Context: an optimization exercise on an open-source flow, tuned for small area, a short achievable clock period and few clock cycles. The choices shown serve that exercise and are no tape-out recipe.
Function was checked by simulation only, so behaviour that the tests miss may differ from the original.
Power figures rest on the tool's default switching activity, not on a simulated workload.

==> cedar: inputs <==
// multicycle_datapath
module multicycle_datapath #(
  parameter int              XLEN     = 32,
  parameter logic [XLEN-1:0] RESET_PC = '0,
  parameter int              NREGS    = 32
) (
  input  logic            clk,
  input  logic            reset,
  output logic            mem_req,
  output logic            mem_we,
  output logic [XLEN-1:0] mem_addr,
  output logic [XLEN-1:0] mem_wdata,
  input  logic            mem_ready,
  input  logic [XLEN-1:0] mem_rdata,
  output logic [XLEN-1:0] pc,
  output logic            retire,
  output logic            halt
);
==> flow/config.mk <==
export PLATFORM = sky130hd
export DESIGN_NAME = multicycle_datapath
export DESIGN_NICKNAME = multicycle_datapath
export VERILOG_FILES = /design/flow/design.v
export SDC_FILE = /design/flow/constraint.sdc
export NUM_CORES = 4
export LEC_CHECK = 0
export CAP_MARGIN = 20
export CORE_MARGIN = 2
export CORE_UTILIZATION = 40
export SETUP_SLACK_MARGIN = 4.5
export SLEW_MARGIN = 20
export TNS_END_PERCENT = 5
==> flow/constraint.sdc <==
create_clock -name core_clock -period 8.0 [get_ports {clk}]
set_input_delay 1.6000 -clock core_clock [delete_from_list [all_inputs] [get_ports {clk}]]
set_output_delay 1.6000 -clock core_clock [all_outputs]
set_load 0.01 [all_outputs]
run.sh (not shown) runs the stock make flow with config.mk's settings and CLKGATE_MAP_FILE= SYNTH_SCRIPT=/design/flow/synth_recipe.tcl, a recipe that flattens the netlist after the stock synthesis.
==> xenon (differences from cedar) <==
--- a/flow/design.v
+++ b/flow/design.v
@@ -22,28 +22,31 @@
   logic [31:2] maddr;
   logic [31:2] pcq;                 
   logic        stop;                
   logic        bt_v;
   logic [31:2] bt_pc, bt_tgt;
   logic        d_valid, d_pred;     
   logic [31:0] d_ir;
   logic [31:2] d_pc;
+  logic [31:1] d_s1, d_s2;          
   logic        e_valid, e_trap, e_wr, e_lw, e_sw, e_beq, e_jal, e_pred, e_tmis;
+  logic        e_off8;              
   logic [31:2] e_tgt;               
   logic        e_add, e_inv, e_and, e_or, e_slt, e_sll, e_srl;
   logic        e_use1, e_use2;
   logic [4:0]  e_rd, e_rs1, e_rs2;
   logic [31:0] e_a, e_b;
   logic [11:0] e_imm;
   logic        m_valid, m_lw;
   logic [4:0]  m_rd;
   logic        w_v;
   logic [4:0]  w_rd;
   logic [31:0] w_d;
+  logic [31:1] w_en;                
   assign mem_addr = {maddr, 2'b00};
   assign pc       = {pcq, 2'b00};
   logic [6:0] opcode, f7;
   logic [2:0] f3;
   logic [4:0] rd, rs1, rs2;
   assign opcode = d_ir[6:0];
   assign rd     = d_ir[11:7];
   assign f3     = d_ir[14:12];
@@ -95,36 +98,41 @@
     e_res = e_add ? sum : e_oth;
     if (e_slt) e_res[0] = slt_r;
   end
   assign e_addr = e_a + {{20{e_imm[11]}}, e_imm};
   assign e_eq   = e_a == e_b;
   logic held, acc;
   assign acc  = mem_req && mem_ready;
   assign held = mem_req && !mem_ready;
-  logic e_run, e_trapnow, e_mem, e_memgo, e_done, e_taken, e_redir, e_free, stop_n;
+  logic e_run, e_trapnow, e_mem, e_go, e_memgo, e_done, e_taken, e_redir, e_refetch, e_free;
+  logic e_skip;
+  logic stop_n;
   assign e_run     = e_valid && !m_valid && !stop;
   assign e_mem     = e_lw || e_sw;
   assign e_taken   = e_jal || (e_beq && e_eq);
   assign e_trapnow = e_trap || (e_mem && e_addr[1:0] != 2'b00) || (e_taken && e_tmis);
-  assign e_memgo   = e_run && !e_trapnow && e_mem && !held;
-  assign e_done    = e_run && !e_trapnow && !e_mem;
-  assign e_redir   = e_done && (e_taken != e_pred);
+  assign e_refetch = e_run && !e_trapnow && e_pred && !e_jal;
+  assign e_go      = e_run && !e_trapnow && !(e_pred && !e_jal);
+  assign e_memgo   = e_go && e_mem && !held;
+  assign e_done    = e_go && !e_mem;
+  assign e_skip    = e_done && e_beq && e_eq && e_off8 && !e_pred && d_valid && !d_pred;
+  assign e_redir   = (e_done && e_taken && !e_pred && !e_skip) || e_refetch;
   assign e_free    = !e_valid || (e_run && !(e_mem && held));
   assign stop_n    = stop || (e_run && e_trapnow);
   logic m_done;
   assign m_done = m_valid && mem_ready;
   logic [31:0] r1, r2, op1, op2, b_early, imm_b, d_tgt;
   logic        b_reg;
   always_comb begin
     r1 = '0;
     r2 = '0;
     for (int i = 1; i < 32; i++) begin
-      r1 = r1 | ({32{rs1 == 5'(i)}} & rf[i]);
-      r2 = r2 | ({32{rs2 == 5'(i)}} & rf[i]);
+      r1 = r1 | ({32{d_s1[i]}} & rf[i]);
+      r2 = r2 | ({32{d_s2[i]}} & rf[i]);
     end
     if (e_valid && e_wr && e_rd == rs1 && !is_jal)      op1 = e_res;
     else if (m_valid && m_lw && m_rd == rs1 && !is_jal) op1 = mem_rdata;
     else if (is_jal)                                    op1 = '0;
     else if (w_v && w_rd == rs1)                        op1 = w_d;
     else                                                op1 = r1;
     b_reg = is_r || is_sw || is_beq;
     if (!b_reg)                  b_early = imm_i;
@@ -138,17 +146,18 @@
   assign d_tgt = {d_pc, 2'b00} + (d_ir[3] ? imm_j : imm_b);
   logic d_take, f_ok, redir, bt_hit;
   logic [31:2] fa_n;
   assign bt_hit = bt_v && fa == bt_pc;
   assign redir  = e_redir;
   assign d_take = !d_valid || e_free;
   assign f_ok   = acc && req_fetch && !f_stale && !redir && d_take;
   always_comb begin
-    if (e_redir)      fa_n = e_taken ? e_tgt : pc4[31:2];
+    if (e_refetch)    fa_n = pcq;
+    else if (e_redir) fa_n = e_tgt;
     else if (f_ok)    fa_n = bt_hit ? bt_tgt : fa + 30'd1;
     else              fa_n = fa;
   end
   always_ff @(posedge clk) begin
     if (!reset) begin
       mem_req <= 1'b1; req_fetch <= 1'b1; mem_we <= 1'b0;
       f_stale <= 1'b0; fa <= RESET_PC[31:2]; pcq <= RESET_PC[31:2];
       d_valid <= 1'b0; e_valid <= 1'b0; m_valid <= 1'b0; w_v <= 1'b0; bt_v <= 1'b0;
@@ -171,43 +180,51 @@
         end else begin
           mem_req <= 1'b1; req_fetch <= 1'b1; mem_we <= 1'b0;
         end
       end
       if (e_memgo)     m_valid <= 1'b1;
       else if (m_done) m_valid <= 1'b0;
       w_v <= (e_done && e_wr) || (m_done && m_lw);
       if (e_done && e_jal && !e_pred) bt_v <= 1'b1;
+      else if (e_refetch) bt_v <= 1'b0;
       if (d_take) d_valid <= f_ok;
       else if (e_redir) d_valid <= 1'b0;
-      if (e_free) e_valid <= d_valid && !e_redir;
+      if (e_free) e_valid <= d_valid && !e_redir && !e_skip;
     end
   end
   always_ff @(posedge clk) begin
     if (!reset) maddr <= RESET_PC[31:2];
     else if (!held) begin
       if (e_memgo) begin
         maddr <= e_addr[31:2]; mem_wdata <= e_b;
       end else maddr <= fa_n;
     end
     if (e_memgo) begin
       m_lw <= e_lw && e_rd != 5'd0; m_rd <= e_rd;
     end
     w_rd <= m_valid ? m_rd : e_rd;
+    for (int k = 1; k < 32; k++)
+      w_en[k] <= (e_done && e_wr && e_rd == 5'(k)) || (m_done && m_lw && m_rd == 5'(k));
     w_d  <= m_valid ? mem_rdata : e_res;
     if (e_done && e_jal && !e_pred) begin
       bt_pc <= pcq; bt_tgt <= e_tgt;
     end
     if (d_take) begin
       d_ir <= mem_rdata; d_pc <= maddr; d_pred <= bt_hit;
+      for (int k = 1; k < 32; k++) begin
+        d_s1[k] <= mem_rdata[19:15] == 5'(k);
+        d_s2[k] <= mem_rdata[24:20] == 5'(k);
+      end
     end
     if (e_free) begin
       e_trap <= !legal;
       e_pred <= d_pred;
       e_tmis <= d_ir[3] ? d_ir[21] : d_ir[8];
+      e_off8 <= {d_ir[31], d_ir[7], d_ir[30:25], d_ir[11:8]} == 12'd4;
       e_tgt  <= d_tgt[31:2];
       e_wr   <= (is_alu || is_jal) && rd != 5'd0;
       e_lw   <= is_lw; e_sw <= is_sw; e_beq <= is_beq; e_jal <= is_jal;
       e_add  <= is_alu && f3 == 3'b000;
       e_inv  <= is_alu && ((f3 == 3'b000 && is_r && f7[5]) || f3 == 3'b010);
       e_and  <= is_alu && f3 == 3'b111;
       e_or   <= is_alu && f3 == 3'b110;
       e_slt  <= is_alu && f3 == 3'b010;
@@ -219,11 +236,12 @@
       e_b    <= op2;
       e_imm  <= is_sw ? {d_ir[31:25], d_ir[11:7]} : d_ir[31:20];
     end else if (m_valid && m_lw) begin
       if (e_use1 && e_rs1 == m_rd) e_a <= mem_rdata;
       if (e_use2 && e_rs2 == m_rd) e_b <= mem_rdata;
     end
   end
   always_ff @(posedge clk) begin
-    if (w_v) rf[w_rd] <= w_d;
+    for (int k = 1; k < 32; k++)
+      if (w_en[k]) rf[k] <= w_d;
   end
 endmodule
Settings changed: CORE_UTILIZATION 40 to 60, CTS_CLUSTER_DIAMETER from default to 100, CTS_CLUSTER_SIZE from default to 20, TNS_END_PERCENT 5 to 20.
==> violet (differences from cedar) <==
--- a/flow/design.v
+++ b/flow/design.v
@@ -22,17 +22,20 @@
   logic [31:2] maddr;
   logic [31:2] pcq;                 
   logic        stop;                
   logic        bt_v;
   logic [31:2] bt_pc, bt_tgt;
   logic        d_valid, d_pred;     
   logic [31:0] d_ir;
   logic [31:2] d_pc;
+  logic [3:0]  d_s1lo, d_s2lo;      
+  logic [7:0]  d_s1hi, d_s2hi;      
   logic        e_valid, e_trap, e_wr, e_lw, e_sw, e_beq, e_jal, e_pred, e_tmis;
+  logic        e_off8;              
   logic [31:2] e_tgt;               
   logic        e_add, e_inv, e_and, e_or, e_slt, e_sll, e_srl;
   logic        e_use1, e_use2;
   logic [4:0]  e_rd, e_rs1, e_rs2;
   logic [31:0] e_a, e_b;
   logic [11:0] e_imm;
   logic        m_valid, m_lw;
   logic [4:0]  m_rd;
@@ -95,36 +98,41 @@
     e_res = e_add ? sum : e_oth;
     if (e_slt) e_res[0] = slt_r;
   end
   assign e_addr = e_a + {{20{e_imm[11]}}, e_imm};
   assign e_eq   = e_a == e_b;
   logic held, acc;
   assign acc  = mem_req && mem_ready;
   assign held = mem_req && !mem_ready;
-  logic e_run, e_trapnow, e_mem, e_memgo, e_done, e_taken, e_redir, e_free, stop_n;
+  logic e_run, e_trapnow, e_mem, e_go, e_memgo, e_done, e_taken, e_redir, e_refetch, e_free;
+  logic e_skip;
+  logic stop_n;
   assign e_run     = e_valid && !m_valid && !stop;
   assign e_mem     = e_lw || e_sw;
   assign e_taken   = e_jal || (e_beq && e_eq);
   assign e_trapnow = e_trap || (e_mem && e_addr[1:0] != 2'b00) || (e_taken && e_tmis);
-  assign e_memgo   = e_run && !e_trapnow && e_mem && !held;
-  assign e_done    = e_run && !e_trapnow && !e_mem;
-  assign e_redir   = e_done && (e_taken != e_pred);
+  assign e_refetch = e_run && !e_trapnow && e_pred && !e_jal;
+  assign e_go      = e_run && !e_trapnow && !(e_pred && !e_jal);
+  assign e_memgo   = e_go && e_mem && !held;
+  assign e_done    = e_go && !e_mem;
+  assign e_skip    = e_done && e_beq && e_eq && e_off8 && !e_pred && d_valid && !d_pred;
+  assign e_redir   = (e_done && e_taken && !e_pred && !e_skip) || e_refetch;
   assign e_free    = !e_valid || (e_run && !(e_mem && held));
   assign stop_n    = stop || (e_run && e_trapnow);
   logic m_done;
   assign m_done = m_valid && mem_ready;
   logic [31:0] r1, r2, op1, op2, b_early, imm_b, d_tgt;
   logic        b_reg;
   always_comb begin
     r1 = '0;
     r2 = '0;
     for (int i = 1; i < 32; i++) begin
-      r1 = r1 | ({32{rs1 == 5'(i)}} & rf[i]);
-      r2 = r2 | ({32{rs2 == 5'(i)}} & rf[i]);
+      r1 = r1 | ({32{d_s1lo[i % 4] && d_s1hi[i / 4]}} & rf[i]);
+      r2 = r2 | ({32{d_s2lo[i % 4] && d_s2hi[i / 4]}} & rf[i]);
     end
     if (e_valid && e_wr && e_rd == rs1 && !is_jal)      op1 = e_res;
     else if (m_valid && m_lw && m_rd == rs1 && !is_jal) op1 = mem_rdata;
     else if (is_jal)                                    op1 = '0;
     else if (w_v && w_rd == rs1)                        op1 = w_d;
     else                                                op1 = r1;
     b_reg = is_r || is_sw || is_beq;
     if (!b_reg)                  b_early = imm_i;
@@ -138,17 +146,18 @@
   assign d_tgt = {d_pc, 2'b00} + (d_ir[3] ? imm_j : imm_b);
   logic d_take, f_ok, redir, bt_hit;
   logic [31:2] fa_n;
   assign bt_hit = bt_v && fa == bt_pc;
   assign redir  = e_redir;
   assign d_take = !d_valid || e_free;
   assign f_ok   = acc && req_fetch && !f_stale && !redir && d_take;
   always_comb begin
-    if (e_redir)      fa_n = e_taken ? e_tgt : pc4[31:2];
+    if (e_refetch)    fa_n = pcq;
+    else if (e_redir) fa_n = e_tgt;
     else if (f_ok)    fa_n = bt_hit ? bt_tgt : fa + 30'd1;
     else              fa_n = fa;
   end
   always_ff @(posedge clk) begin
     if (!reset) begin
       mem_req <= 1'b1; req_fetch <= 1'b1; mem_we <= 1'b0;
       f_stale <= 1'b0; fa <= RESET_PC[31:2]; pcq <= RESET_PC[31:2];
       d_valid <= 1'b0; e_valid <= 1'b0; m_valid <= 1'b0; w_v <= 1'b0; bt_v <= 1'b0;
@@ -171,19 +180,20 @@
         end else begin
           mem_req <= 1'b1; req_fetch <= 1'b1; mem_we <= 1'b0;
         end
       end
       if (e_memgo)     m_valid <= 1'b1;
       else if (m_done) m_valid <= 1'b0;
       w_v <= (e_done && e_wr) || (m_done && m_lw);
       if (e_done && e_jal && !e_pred) bt_v <= 1'b1;
+      else if (e_refetch) bt_v <= 1'b0;
       if (d_take) d_valid <= f_ok;
       else if (e_redir) d_valid <= 1'b0;
-      if (e_free) e_valid <= d_valid && !e_redir;
+      if (e_free) e_valid <= d_valid && !e_redir && !e_skip;
     end
   end
   always_ff @(posedge clk) begin
     if (!reset) maddr <= RESET_PC[31:2];
     else if (!held) begin
       if (e_memgo) begin
         maddr <= e_addr[31:2]; mem_wdata <= e_b;
       end else maddr <= fa_n;
@@ -193,21 +203,30 @@
     end
     w_rd <= m_valid ? m_rd : e_rd;
     w_d  <= m_valid ? mem_rdata : e_res;
     if (e_done && e_jal && !e_pred) begin
       bt_pc <= pcq; bt_tgt <= e_tgt;
     end
     if (d_take) begin
       d_ir <= mem_rdata; d_pc <= maddr; d_pred <= bt_hit;
+      for (int k = 0; k < 4; k++) begin
+        d_s1lo[k] <= mem_rdata[16:15] == 2'(k);
+        d_s2lo[k] <= mem_rdata[21:20] == 2'(k);
+      end
+      for (int k = 0; k < 8; k++) begin
+        d_s1hi[k] <= mem_rdata[19:17] == 3'(k);
+        d_s2hi[k] <= mem_rdata[24:22] == 3'(k);
+      end
     end
     if (e_free) begin
       e_trap <= !legal;
       e_pred <= d_pred;
       e_tmis <= d_ir[3] ? d_ir[21] : d_ir[8];
+      e_off8 <= {d_ir[31], d_ir[7], d_ir[30:25], d_ir[11:8]} == 12'd4;
       e_tgt  <= d_tgt[31:2];
       e_wr   <= (is_alu || is_jal) && rd != 5'd0;
       e_lw   <= is_lw; e_sw <= is_sw; e_beq <= is_beq; e_jal <= is_jal;
       e_add  <= is_alu && f3 == 3'b000;
       e_inv  <= is_alu && ((f3 == 3'b000 && is_r && f7[5]) || f3 == 3'b010);
       e_and  <= is_alu && f3 == 3'b111;
       e_or   <= is_alu && f3 == 3'b110;
       e_slt  <= is_alu && f3 == 3'b010;
Settings changed: CTS_CLUSTER_DIAMETER from default to 100, CTS_CLUSTER_SIZE from default to 20, TNS_END_PERCENT 5 to 20.
==> summary of the runs <==
- cedar went through all stages and came out clean. violet finished with timing, DRC and antenna clean. xenon ran to the end with no violations.
- Between cedar and violet, the lower sequential power is in violet (gap about 9%, measured against violet).
- Sequential share of layout area, highest first: xenon, violet, cedar.
- The lowest cell count belongs to xenon, the highest to cedar.
- Via count: xenon is higher than cedar (0.95%).
Testbench counts of cedar, summed over its fixed seeds: cycles 18,895.
Testbench counts of xenon, summed over its fixed seeds: cycles 18,385.
Testbench counts of violet, summed over its fixed seeds: cycles 18,385.

## re-timing with driven ports
No port has a modelled driver above. Below, the same layouts with a new extraction and two added sets of constraints.
Step 1: set_driving_cell puts a clkbuf_16 on clk and a buf_2 on each other input, an assumption about the parent block.
Step 2 times the ports against the registers' clock, not the clock port: input delays grow and output delays shrink by t, the midpoint of the rising clock arrivals with the driver on.
a / b / c = no drivers / after step 1 / after step 2; a / b = the first two.
run | t, ns | slack for setup (ns) | worst slew at a driven data input, ns
cedar | 0.891 | 3.989 / 3.989 / 3.675 | 0.07
xenon | 0.806 | 4.131 / 4.131 / 3.659 | 0.05
violet | 0.845 | 4.083 / 4.083 / 3.687 | 0.09
After both steps setup and hold are still met in every run listed. The setup slack of xenon, which loses most, moves by 0.000 ns with the drivers and by -0.472 ns with both steps.
